This is an optimization exercise on Yosys and OpenROAD, whose aim is small area, not a production implementation.
In this exercise RTL edits were held to simulation tests only and were not proved equivalent to the original.
Power figures rest on the tool's default switching activity, not on a simulated workload.

==> flow/design.v (excerpt) <==
module speech_synth (
   input  logic               clk,
   input  logic               reset,
   input  logic               ws,
   input  logic               rs,
   input  speech_pkg::addr_t  addr,
   input  speech_pkg::data_t  dd,
   output speech_pkg::data_t  dq,
   output logic               rdy,
   output speech_pkg::out_t   dac_out,
   output logic               sample_valid
);
   speech_pkg::frame_t  shadow;
   speech_pkg::energy_t energy;    
   speech_pkg::pitch_t  pitch;
   logic                talking;
   logic                restart;
   logic                load;
   logic                tick;
   logic [2:0]          m5;
   logic [1:0]          m4;
   speech_pkg::sample_t nexc;
   speech_pkg::sample_t g3;
   host_regs u_host_regs (
      .clk     (clk),
      .reset   (reset),
      .ws      (ws),
      .rs      (rs),
      .addr    (addr),
      .dd      (dd),
      .tick    (tick),
      .dq      (dq),
      .rdy     (rdy),
      .shadow  (shadow),
      .talking (talking),
      .restart (restart),
      .load    (load)
   );
   always_ff @(posedge clk)
      if (load) begin
         energy <= shadow.energy;
         pitch  <= shadow.pitch;
      end
   excitation_gen u_excitation_gen (
      .clk     (clk),
      .reset   (reset),
      .energy  (energy),
      .pitch   (pitch),
      .talking (talking),
      .restart (restart),
      .m5      (m5),
      .m4      (m4),
      .tick    (tick),
      .nexc    (nexc)
   );
   lattice_stage u_lattice (
      .clk     (clk),
      .reset   (reset),
      .f_step  (m5 == 3'd0),
      .b_step  (m5 == 3'd4),
  ...
make LEC_CHECK=0 ABC_AREA=1 CAP_MARGIN=20 CORE_MARGIN=2 CORE_UTILIZATION=40 CTS_BUF_LIST=sky130_fd_sc_hd__clkbuf_16 CTS_CLUSTER_DIAMETER=80 CTS_CLUSTER_SIZE=30 SLEW_MARGIN=20 finish   # period 32.0 ns
run.sh (not shown) runs the stock make flow with config.mk's settings and CLKGATE_MAP_FILE= SYNTH_SCRIPT=/design/flow/synth_recipe.tcl, a recipe that flattens the netlist after the stock synthesis.
The first run went through all stages and came out clean.
Change:
CORE_UTILIZATION = 60   (was 40)
CTS_BUF_LIST = sky130_fd_sc_hd__clkbuf_8   (was sky130_fd_sc_hd__clkbuf_16)
CTS_CLUSTER_DIAMETER = default   (was 80)
CTS_CLUSTER_SIZE = default   (was 30)
PLACE_DENSITY = 0.7   (was default)
The changed run produced a clean layout.
Total power rises by about 12%.
Setup slack improved by 0.19 ns.
Clock skew rises by 0.0038 ns.
Sequential share of layout area falls by 0.65 points.
Register-to-register slack improved by 0.19 ns.
Utilization rises by 24 points.
Design area rises by 1.8%.
Global-route usage rises by 10 points.
Change:
==> flow/flow/run.sh (new file) <==
#!/bin/bash
set -euo pipefail
W=$PWD
rm -rf "$W/scripts_area"
cp -r "$FLOW_HOME/scripts" "$W/scripts_area"
cp "$W/flow/abc_area.script" "$W/scripts_area/abc_area.script"
V=("SCRIPTS_DIR=$W/scripts_area" "BUFFER_PORTS_ARGS=-buffer_cell sky130_fd_sc_hd__buf_1")
for step in synth floorplan place cts route finish; do
  bash standard.sh "${V[@]}" "$step" > "$W/flow_$step.log" 2>&1
done
test -f "$W/out/final.def"
==> flow/flow/abc_area.script (new file) <==
strash
dch
amap
topo
stime -c
==> flow/standard.sh (new file) <==
#!/bin/bash
# synth_recipe.tcl (not shown) runs the flow's synth.tcl, then flattens the netlist and writes it again
# the make line also repeats each setting of config.mk as NAME=value (left out here)
make -C /OpenROAD-flow-scripts/flow DESIGN_CONFIG=/design/flow/config.mk WORK_HOME=/design/flow/orfs CLKGATE_MAP_FILE= SYNTH_SCRIPT=/design/flow/synth_recipe.tcl "${@:-finish}"
CORE_UTILIZATION = 40   (was 60)
CTS_BUF_LIST = sky130_fd_sc_hd__clkbuf_16   (was sky130_fd_sc_hd__clkbuf_8)
CTS_CLUSTER_DIAMETER = 80   (was default)
CTS_CLUSTER_SIZE = 30   (was default)
PLACE_DENSITY = default   (was 0.7)
removed: flow/run.sh
Final cell count shrinks by 1.1%.
Setup slack got worse by 0.70 ns.
Clock skew increases by 0.011 ns.
Register-to-register slack got worse by 0.70 ns.
Sequential share of layout area rose by 2.6 points.
Wire length decreases by 4.5%.
Via count goes down by 4.9%.
Global-route usage decreases by 9.5 points.
Cell area went down by 6.6%.
Power shrinks by 10%.
Change:
==> flow/run.sh (new file) <==
#!/bin/bash
# synth_recipe.tcl (not shown) runs the flow's synth.tcl, then flattens the netlist and writes it again
# the make line also repeats each setting of config.mk as NAME=value (left out here)
make -C /OpenROAD-flow-scripts/flow DESIGN_CONFIG=/design/flow/config.mk WORK_HOME=/design/flow/orfs CLKGATE_MAP_FILE= SYNTH_SCRIPT=/design/flow/synth_recipe.tcl finish
CTS_BUF_LIST = sky130_fd_sc_hd__clkbuf_4   (was sky130_fd_sc_hd__clkbuf_16)
CTS_CLUSTER_DIAMETER = default   (was 80)
removed: flow/flow/run.sh
removed: flow/flow/abc_area.script
removed: flow/standard.sh
Result: The changed run completed with no timing, DRC or antenna violations. Worst setup slack improves by 0.45 ns. Clock-buffer cell count came out higher by 72. Power came out higher by 7.8%. Sequential cell count is unchanged. Cell area came out higher by 7.8%.
Change:
CTS_BUF_LIST = default   (was sky130_fd_sc_hd__clkbuf_4)
CTS_CLUSTER_SIZE = default   (was 30)
Effect:
- area after synthesis is unchanged
- hold slack stays flat
- wire length decreases by 0.73%
- worst setup slack degrades by 0.012 ns
- flip-flop and latch count is unchanged
- sequential share of layout area decreases by 0.31 points
- sequential power is about the same
- global-route usage decreases by 0.14 points

speech_synth, a different RTL version from the one above (not shown whole).
Size: roughly 1200 cells after synthesis, about 39 I/O pins, roughly 11000 sq um of cells after synthesis.
==> flow/config.mk <==
export PLATFORM = sky130hd
export DESIGN_NAME = speech_synth
export DESIGN_NICKNAME = speech_synth
export VERILOG_FILES = /design/flow/design.v
export SDC_FILE = /design/flow/constraint.sdc
export NUM_CORES = 4
export LEC_CHECK = 0
export ABC_AREA = 1
export CAP_MARGIN = 5
export CORE_MARGIN = 2
export CORE_UTILIZATION = 55
export GPL_TIMING_DRIVEN = 0
export SLEW_MARGIN = 5
==> flow/constraint.sdc <==
create_clock -name core_clock -period 32.0 [get_ports {clk}]
set_input_delay 6.4000 -clock core_clock [delete_from_list [all_inputs] [get_ports {clk}]]
set_output_delay 6.4000 -clock core_clock [all_outputs]
set_load 0.01 [all_outputs]
standard.sh (not shown) runs the stock make flow with config.mk's settings and CLKGATE_MAP_FILE= SYNTH_SCRIPT=/design/flow/synth_recipe.tcl, a recipe that flattens the netlist after the stock synthesis.
==> flow/flow/run.sh <==
#!/bin/bash
# Own layout flow: the standard ORFS flow (standard.sh) with these changes:
#  - the port buffers are sky130_fd_sc_hd__buf_1;
#  - clock tree synthesis inserts no dummy loads, and uses clkbuf_8 for the root and
#    inner tree buffers and clkbuf_16 at the leaves.
# Every other script, setting and step is the standard one. Each step's output goes to
# its own log in this folder; ORFS's own per-stage logs are under orfs/logs/.
set -euo pipefail
W=$PWD
rm -rf "$W/scripts_area"
cp -r "$FLOW_HOME/scripts" "$W/scripts_area"
cp "$W/flow/abc_area.script" "$W/scripts_area/abc_area.script"
CTS="-sink_clustering_enable -repair_clock_nets -sink_clustering_size 30 -sink_clustering_max_diameter 150"
CTS="$CTS -buf_list sky130_fd_sc_hd__clkbuf_16 -root_buf sky130_fd_sc_hd__clkbuf_8 -tree_buf sky130_fd_sc_hd__clkbuf_8 -dont_use_dummy_load"
V=("SCRIPTS_DIR=$W/scripts_area" "BUFFER_PORTS_ARGS=-buffer_cell sky130_fd_sc_hd__buf_1" "CTS_ARGS=$CTS")
for step in synth floorplan place cts route finish; do
  bash standard.sh "${V[@]}" "$step" > "$W/flow_$step.log" 2>&1
done
test -f "$W/out/final.def"
==> flow/flow/abc_area.script <==
strash
dch
amap
topo
stime -c
The first run completed without violations.
Rerun with:
- CAP_MARGIN: 5 -> 20
- CORE_UTILIZATION: 55 -> 40
- CTS_BUF_LIST: default -> sky130_fd_sc_hd__clkbuf_16
- CTS_CLUSTER_DIAMETER: default -> 80
- CTS_CLUSTER_SIZE: default -> 30
- SLEW_MARGIN: 5 -> 20
What happened: Worst setup slack improved by 1.2 ns; hold slack barely changes; total power goes down slightly; via count goes down slightly.
Rerun with:
==> flow/flow/abc_area.script (replaced) <==
strash
dch
amap -m
topo
stime -c
- CORE_UTILIZATION: 40 -> 55
- CTS_BUF_LIST: sky130_fd_sc_hd__clkbuf_16 -> default
- CTS_CLUSTER_DIAMETER: 80 -> default
- CTS_CLUSTER_SIZE: 30 -> default
After rerunning: The changed run ran to the end with no violations. Clock skew stays flat. Non-clock buffer count drops by 1. Count of clock-buffer cells in the layout stays the same. Synthesized area drops slightly. Synthesized cell count drops slightly. Sequential share of layout area climbs by 0.55 points.
Rerun with:
==> flow/flow/run.sh (replaced) <==
#!/bin/bash
set -euo pipefail
W=$PWD
rm -rf "$W/scripts_area"
cp -r "$FLOW_HOME/scripts" "$W/scripts_area"
cp "$W/flow/abc_area.script" "$W/scripts_area/abc_area.script"
CTS="-sink_clustering_enable -repair_clock_nets -sink_clustering_size 30 -sink_clustering_max_diameter 80"
CTS="$CTS -buf_list sky130_fd_sc_hd__clkbuf_16 -root_buf sky130_fd_sc_hd__clkbuf_8 -tree_buf sky130_fd_sc_hd__clkbuf_8 -dont_use_dummy_load"
V=("SCRIPTS_DIR=$W/scripts_area" "BUFFER_PORTS_ARGS=-buffer_cell sky130_fd_sc_hd__buf_1" "CTS_ARGS=$CTS")
for step in synth floorplan place cts route finish; do
  bash standard.sh "${V[@]}" "$step" > "$W/flow_$step.log" 2>&1
done
test -f "$W/out/final.def"
==> flow/flow/abc_area.script (replaced) <==
strash
dch
amap
topo
stime -c
- CAP_MARGIN: 20 -> 5
- CORE_UTILIZATION: 55 -> 40
- CTS_BUF_LIST: default -> sky130_fd_sc_hd__clkbuf_16
- CTS_CLUSTER_DIAMETER: default -> 80
- CTS_CLUSTER_SIZE: default -> 30
- SLEW_MARGIN: 20 -> 5
Effect: The changed run produced a clean layout. Final area grows slightly. Sequential share of layout area shrinks by 0.68 points. Worst setup slack is worse by 0.74 ns. Total power climbs by a few percent. Wire length climbs slightly. Die area is higher by well over a third. Maximum frequency decreases by a few percent. Global-route usage falls by 7.1 points. Flip-flop and latch count is unchanged.

main:
Starting RTL as in the previous note.
Settings: LEC_CHECK=0, ABC_AREA=1, CAP_MARGIN=20, CORE_MARGIN=2, CORE_UTILIZATION=55, GPL_TIMING_DRIVEN=0, SLEW_MARGIN=20; clock period 32.0 ns.
==> flow/flow/run.sh <==
#!/bin/bash
# Own layout flow: the standard ORFS flow (standard.sh) with these changes:
#  - the port buffers are sky130_fd_sc_hd__buf_1;
#  - clock tree synthesis inserts no dummy loads, and uses clkbuf_8 for the root and
#    inner tree buffers and clkbuf_16 at the leaves.
# Every other script, setting and step is the standard one. Each step's output goes to
# its own log in this folder; ORFS's own per-stage logs are under orfs/logs/.
set -euo pipefail
W=$PWD
rm -rf "$W/scripts_area"
cp -r "$FLOW_HOME/scripts" "$W/scripts_area"
cp "$W/flow/abc_area.script" "$W/scripts_area/abc_area.script"
CTS="-sink_clustering_enable -repair_clock_nets -sink_clustering_size 30 -sink_clustering_max_diameter 150"
CTS="$CTS -buf_list sky130_fd_sc_hd__clkbuf_16 -root_buf sky130_fd_sc_hd__clkbuf_8 -tree_buf sky130_fd_sc_hd__clkbuf_8 -dont_use_dummy_load"
V=("SCRIPTS_DIR=$W/scripts_area" "BUFFER_PORTS_ARGS=-buffer_cell sky130_fd_sc_hd__buf_1" "CTS_ARGS=$CTS")
for step in synth floorplan place cts route finish; do
  bash standard.sh "${V[@]}" "$step" > "$W/flow_$step.log" 2>&1
done
test -f "$W/out/final.def"
==> flow/flow/abc_area.script <==
strash
dch
amap
topo
stime -c
For the feature branch, these inputs were changed with respect to main:
- CTS_BUF_LIST now sky130_fd_sc_hd__clkbuf_16, previously not set
- CTS_CLUSTER_SIZE now 30, previously not set
- CORE_UTILIZATION now 40, was 55
- CTS_CLUSTER_DIAMETER now 80, previously not set
==> flow/flow/run.sh <==
#!/bin/bash
set -euo pipefail
W=$PWD
rm -rf "$W/scripts_area"
cp -r "$FLOW_HOME/scripts" "$W/scripts_area"
cp "$W/flow/abc_area.script" "$W/scripts_area/abc_area.script"
CTS="-sink_clustering_enable -repair_clock_nets -sink_clustering_size 30 -sink_clustering_max_diameter 80"
CTS="$CTS -buf_list sky130_fd_sc_hd__clkbuf_16 -root_buf sky130_fd_sc_hd__clkbuf_8 -tree_buf sky130_fd_sc_hd__clkbuf_8 -dont_use_dummy_load"
V=("SCRIPTS_DIR=$W/scripts_area" "BUFFER_PORTS_ARGS=-buffer_cell sky130_fd_sc_hd__buf_1" "CTS_ARGS=$CTS")
for step in synth floorplan place cts route finish; do
  bash standard.sh "${V[@]}" "$step" > "$W/flow_$step.log" 2>&1
done
test -f "$W/out/final.def"
Notes after the runs:
The feature branch finished every step from synthesis to the final layout, and the layout passed the timing, design-rule and antenna checks. The feature branch ends up with lower net switching power than main does. Going from main to the feature branch, final layout net count essentially unchanged, first-pass iteration count of the detailed router increased 13, clock latency on the worst-skew pair increased 0.04 ns. The clock-pin transition on the worst setup and hold timing paths of main and that of the feature branch are within noise of each other. Going from main to the feature branch, wire length of the first global-routing pass rose 2.0%; setup slack of the worst register-to-register path rose by 0.11 ns; total of plain and repair buffers excluding clock buffers saw an increase. The feature branch vs main, power share of the combinational group went down by 0.8 points. Looking at total non-filler cell area in the finished layout across main and the feature branch, the one that comes out lower is main. Diff main -> the feature branch | final-layout fill cell count | up by more than half.

Setup of 09-16:
speech_synth again, from the RTL that the note above started with.
clock: 32.0 ns
lec_check: 0
abc_area: 1
cap_margin: 20
core_margin: 2
core_utilization: 70
gpl_timing_driven: 0
slew_margin: 20
==> flow/flow/run.sh <==
#!/bin/bash
# Own layout flow: the standard ORFS flow (standard.sh) with these changes:
#  - the port buffers are sky130_fd_sc_hd__buf_1;
#  - clock tree synthesis inserts no dummy loads, and uses clkbuf_8 for the root and
#    inner tree buffers and clkbuf_16 at the leaves.
# Every other script, setting and step is the standard one. Each step's output goes to
# its own log in this folder; ORFS's own per-stage logs are under orfs/logs/.
set -euo pipefail
W=$PWD
rm -rf "$W/scripts_area"
cp -r "$FLOW_HOME/scripts" "$W/scripts_area"
cp "$W/flow/abc_area.script" "$W/scripts_area/abc_area.script"
CTS="-sink_clustering_enable -repair_clock_nets -sink_clustering_size 30 -sink_clustering_max_diameter 150"
CTS="$CTS -buf_list sky130_fd_sc_hd__clkbuf_16 -root_buf sky130_fd_sc_hd__clkbuf_8 -tree_buf sky130_fd_sc_hd__clkbuf_8 -dont_use_dummy_load"
V=("SCRIPTS_DIR=$W/scripts_area" "BUFFER_PORTS_ARGS=-buffer_cell sky130_fd_sc_hd__buf_1" "CTS_ARGS=$CTS")
for step in synth floorplan place cts route finish; do
  bash standard.sh "${V[@]}" "$step" > "$W/flow_$step.log" 2>&1
done
test -f "$W/out/final.def"
Scripts as last shown in full above: flow/flow/abc_area.script
09-16 completed every stage of the flow, and the final layout passed the timing, design-rule and antenna checks.
For 01-17, these inputs were changed with respect to 09-16:
Settings: changing CORE_UTILIZATION from 70 to 55.
==> flow/flow/abc_area.script <==
strash
dch
amap -m
topo
stime -c
Notes after the runs:
- 01-17 completed end to end with timing, DRC and antenna clean.
- In 01-17 the number of fillers in the final layout turned out 54% higher than in 09-16.
- Setup slack in 01-17 is smaller than in 09-16.
- The detail-routed via count per cell number comes out lower for 01-17 vs 09-16.

port drivers added, routing unchanged:
No port has a modelled driver above. Below, the same layouts with a new extraction and two added sets of constraints.
Step 1 assumes that a clkbuf_16 drives the clock port and a buf_2 every other input.
Step 2 also shifts input and output timing later by t, the mid clock arrival at the registers, as if the neighbouring blocks saw the same clock.
Three values: ideal, step 1, step 2; two values: the first two.
| run | shift t [ns] | setup slack, ns | clock arrival spread, ns | worst register clock-pin slew, ns | cell pins on the clock port's net |
|---|---|---|---|---|---|
| the first run of note 1 | 0.530 | 20.357 / 20.357 / 20.357 | 0.021 / 0.021 | 0.12 / 0.12 | 1 |
| the second run of note 1 | 0.589 | 20.551 / 20.551 / 20.551 | 0.028 / 0.029 | 0.07 / 0.07 | 1 |
| the third run of note 1 | 0.533 | 19.855 / 19.855 / 19.855 | 0.037 / 0.036 | 0.11 / 0.11 | 1 |
| the fourth run of note 1 | 0.720 | 20.302 / 20.302 / 20.302 | 0.057 / 0.057 | 0.08 / 0.08 | 1 |
| the fifth run of note 1 | 0.566 | 20.290 / 20.290 / 20.290 | 0.025 / 0.024 | 0.07 / 0.07 | 1 |
| the first run of note 2 | 0.536 | 18.041 / 18.041 / 18.041 | 0.043 / 0.043 | 0.11 / 0.11 | 1 |
| the second run of note 2 | 0.531 | 19.227 / 19.227 / 19.227 | 0.047 / 0.048 | 0.11 / 0.11 | 1 |
| the third run of note 2 | 0.538 | 19.067 / 19.067 / 19.067 | 0.050 / 0.049 | 0.11 / 0.11 | 1 |
| the fourth run of note 2 | 0.554 | 18.324 / 18.324 / 18.324 | 0.090 / 0.090 | 0.11 / 0.11 | 1 |
| main | 0.546 | 19.158 / 19.158 / 19.158 | 0.035 / 0.035 | 0.11 / 0.11 | 1 |
| the feature branch | 0.556 | 19.269 / 19.269 / 19.269 | 0.106 / 0.106 | 0.11 / 0.11 | 1 |
| 09-16 | 0.527 | 19.119 / 19.119 / 19.119 | 0.048 / 0.048 | 0.12 / 0.12 | 1 |
| 01-17 | 0.538 | 19.067 / 19.067 / 19.067 | 0.050 / 0.049 | 0.11 / 0.11 | 1 |
After both steps every run listed still meets setup and hold.
